This design comes from an exercise in tuning for small area and a short achievable clock period on the open sky130 flow, not from production work.
Where RTL was checked, it was by simulation tests only, not by an equivalence proof against the original.
Power and IR drop assume default switching activity.

wip/indigo:
==> flow/design.v (excerpt) <==
module frontend_top (
    input  logic        clk,
    input  logic        rst_n,
    input  logic        inst_valid,
    input  logic [31:0] inst,
    input  logic [31:0] inst_pc,
    output logic        inst_ready,
    output logic        iss_valid,
    output logic [31:0] iss_pc,
    output logic [5:0]  iss_rob_idx,
    output logic [5:0]  iss_rd_p,
    output logic [5:0]  iss_rs1_p,
    output logic [5:0]  iss_rs2_p,
    output logic        iss_rs1_ready,
    output logic        iss_rs2_ready,
    output logic [1:0]  iss_fu,
    output logic [3:0]  iss_alu_op,
    output logic [31:0] iss_imm,
    output logic        iss_alu_src,
    output logic        iss_mem_read,
    output logic        iss_mem_write,
    output logic        iss_reg_write,
    output logic [1:0]  iss_mem_size,
    input  logic        iss_ready
);
    logic [6:0] opc;
    logic       c_r, c_i, c_l, c_s, c_u;
    assign opc = inst[6:0];
    assign c_r = (opc == 7'b0110011);
    assign c_i = (opc == 7'b0010011);
    assign c_l = (opc == 7'b0000011);
    assign c_s = (opc == 7'b0100011);
    assign c_u = (opc == 7'b0110111);
    logic        dv;
    logic        advance;
    logic        alloc;
    logic        enq;
    logic        iq_full;
    logic [5:0]  cnt;            
    typedef struct packed {
        logic [31:0] pc;
        logic [6:0]  f;
        logic [5:0]  a;
        logic [5:0]  b;
        logic [4:0]  lo;
        logic [3:0]  k;
        logic        rd;
    } ent_t;
    logic        in_needs, in_legal;
    logic        dv_n, needs_n, legal_n, full_n, cnt5_n, adv_n;
    logic        fe, pop, fc6;
    logic [3:0] in_k;
    logic [2:0] in_f3;
    logic       in_srai;
    assign in_f3   = inst[14:12];
    assign in_srai = (in_f3 == 3'b101) && (inst[31:26] == 6'b010000);
    always_comb begin
  ...
Size: about 1900 cells after synthesis, roughly 170 I/O pins, ~33000 um^2 of cells after synthesis.
clock: 6.5 ns
lec_check: 0
abc_clock_period_in_ps: 2000
cap_margin: 20
core_margin: 2
core_utilization: 55
cts_cluster_diameter: 100
cts_cluster_size: 25
setup_slack_margin: 4.0
slew_margin: 20
standard.sh (not shown) runs the stock make flow with config.mk's settings and CLKGATE_MAP_FILE= SYNTH_SCRIPT=/design/flow/synth_recipe.tcl, a recipe that flattens the netlist after the stock synthesis.
==> flow/flow/run.sh <==
#!/bin/bash
set -e
export BUFFER_PORTS_ARGS="-buffer_cell sky130_fd_sc_hd__buf_2"
bash standard.sh > standard.log 2>&1
#### Input delta (wip/xenon over wip/indigo)
-- flow/design.v --
<<< wip/indigo, line 124
        assign rj_flat[g*5 +: 5] = rj_q;
    end
    function automatic logic [5:0] rat_rd(input logic [4:0] r, input logic [31:0] f,
                                         input logic [159:0] t, input logic nr);
        rat_rd = {f[r] && !nr, t[r*5 +: 5]};
    endfunction
    ent_t       d;
    logic       d_legal;
    logic       d_fw1, d_fw2;
    logic [4:0] d_rs1, d_rs2;    
    logic [4:0] last;            
    ent_t       in_e;
>>> wip/xenon, line 124
        assign rj_flat[g*5 +: 5] = rj_q;
    end
    function automatic logic [4:0] rj_sel(input logic [31:0] dec, input logic [159:0] t);
        logic [4:0] r;
        r = 5'd0;
        for (int k = 1; k < 32; k++)
            r = r | (t[k*5 +: 5] & {5{dec[k]}});
        rj_sel = r;
    endfunction
    logic [31:0] dec1, dec2;
    logic        rn1, rn2;
    logic [4:0]  rj1, rj2;
    assign dec1 = (32'd1 << inst[19:15]) & {32{!c_u}};
    assign dec2 = (32'd1 << inst[24:20]) & {32{c_r || c_s}};
    assign rn1  = |(dec1 & rn);
    assign rn2  = |(dec2 & rn);
    assign rj1  = rj_sel(dec1, rj_flat);
    assign rj2  = rj_sel(dec2, rj_flat);
    ent_t       d;
    logic       d_legal;
    logic       d_fw1, d_fw2;
    logic [4:0] last;            
    ent_t       in_e;
<<< wip/indigo, line 143
        in_e.pc = inst_pc;
        in_e.f  = (c_r || (c_i && in_srai)) ? 7'd0 : inst[31:25];
        in_e.a  = rat_rd(in_rs1, rn, rj_flat, c_u);
        in_e.b  = rat_rd(in_rs2, rn, rj_flat, !(c_r || c_s));
        if (c_s)
            in_e.lo = inst[11:7];
>>> wip/xenon, line 154
        in_e.pc = inst_pc;
        in_e.f  = (c_r || (c_i && in_srai)) ? 7'd0 : inst[31:25];
        in_e.a  = rn1 ? {1'b1, rj1} : {1'b0, in_rs1};
        in_e.b  = rn2 ? {1'b1, rj2} : {1'b0, in_rs2};
        if (c_s)
            in_e.lo = inst[11:7];
<<< wip/indigo, line 160
            d       <= in_e;
            d_rd    <= inst[11:7];
            d_rs1   <= in_rs1;
            d_rs2   <= in_rs2;
            d_legal <= in_legal;
            d_fw1   <= alloc && (d_rd == in_rs1) && !c_u;
>>> wip/xenon, line 171
            d       <= in_e;
            d_rd    <= inst[11:7];
            d_legal <= in_legal;
            d_fw1   <= alloc && (d_rd == in_rs1) && !c_u;
<<< wip/indigo, line 172
    always_comb begin
        w   = d;
        w.a = d_fw1 ? {1'b1, last} : (d.a[5] ? d.a : {1'b0, d_rs1});
        w.b = !w_useb ? 6'd0 : (d_fw2 ? {1'b1, last} : (d.b[5] ? d.b : {1'b0, d_rs2}));
    end
    logic [60:0] q [7];          
>>> wip/xenon, line 181
    always_comb begin
        w   = d;
        w.a = d_fw1 ? {1'b1, last} : d.a;
        w.b = !w_useb ? 6'd0 : (d_fw2 ? {1'b1, last} : d.b);
    end
    logic [60:0] q [7];          
Results
All of wip/xenon and wip/indigo finish clean.
wip/xenon ended up with a higher final cell count than wip/indigo did.
When wip/xenon is set beside wip/indigo, its total sequential power turns out to be about 7% smaller.
Diff wip/indigo -> wip/xenon: final routed wire length divided by cell count higher; adder-cell share of the synthesized area roughly the same; critical path depth higher; post-synthesis instance total higher.
Only the layout flow was run in wip/xenon; the RTL was not checked for function there.

[port drivers added, routing unchanged]
In the flow no input, the clock included, has a driving cell. The finished layouts below were timed again as built, in two steps. Step 1 sets driving cells, clkbuf_16 on the clock port and buf_2 on the other inputs (assumed; they add their load-dependent delay and slew). Step 2 moves the port delays by t, midway between the first and last clock arrival at a register: inputs arrive t later, outputs are due t later. That takes back most of the time a late clock gives input paths. Three values: ideal, step 1, step 2; two values: the first two.
| run | t, ns | slack for setup (ns) | clock arrival spread, ns | slew at the worst register clock pin (ns) | cell pins on the clock port's net |
|---|---|---|---|---|---|
| wip/indigo | 0.658 | 3.969 / 3.821 / 3.163 | 0.016 / 0.016 | 0.10 / 0.10 | 1 |
| wip/xenon | 0.670 | 3.457 / 3.412 / 2.742 | 0.036 / 0.036 | 0.10 / 0.10 | 1 |
After both steps every run listed still meets setup and hold. The setup slack of wip/indigo, which loses most, moves by -0.148 ns with the drivers and by -0.806 ns with both steps.
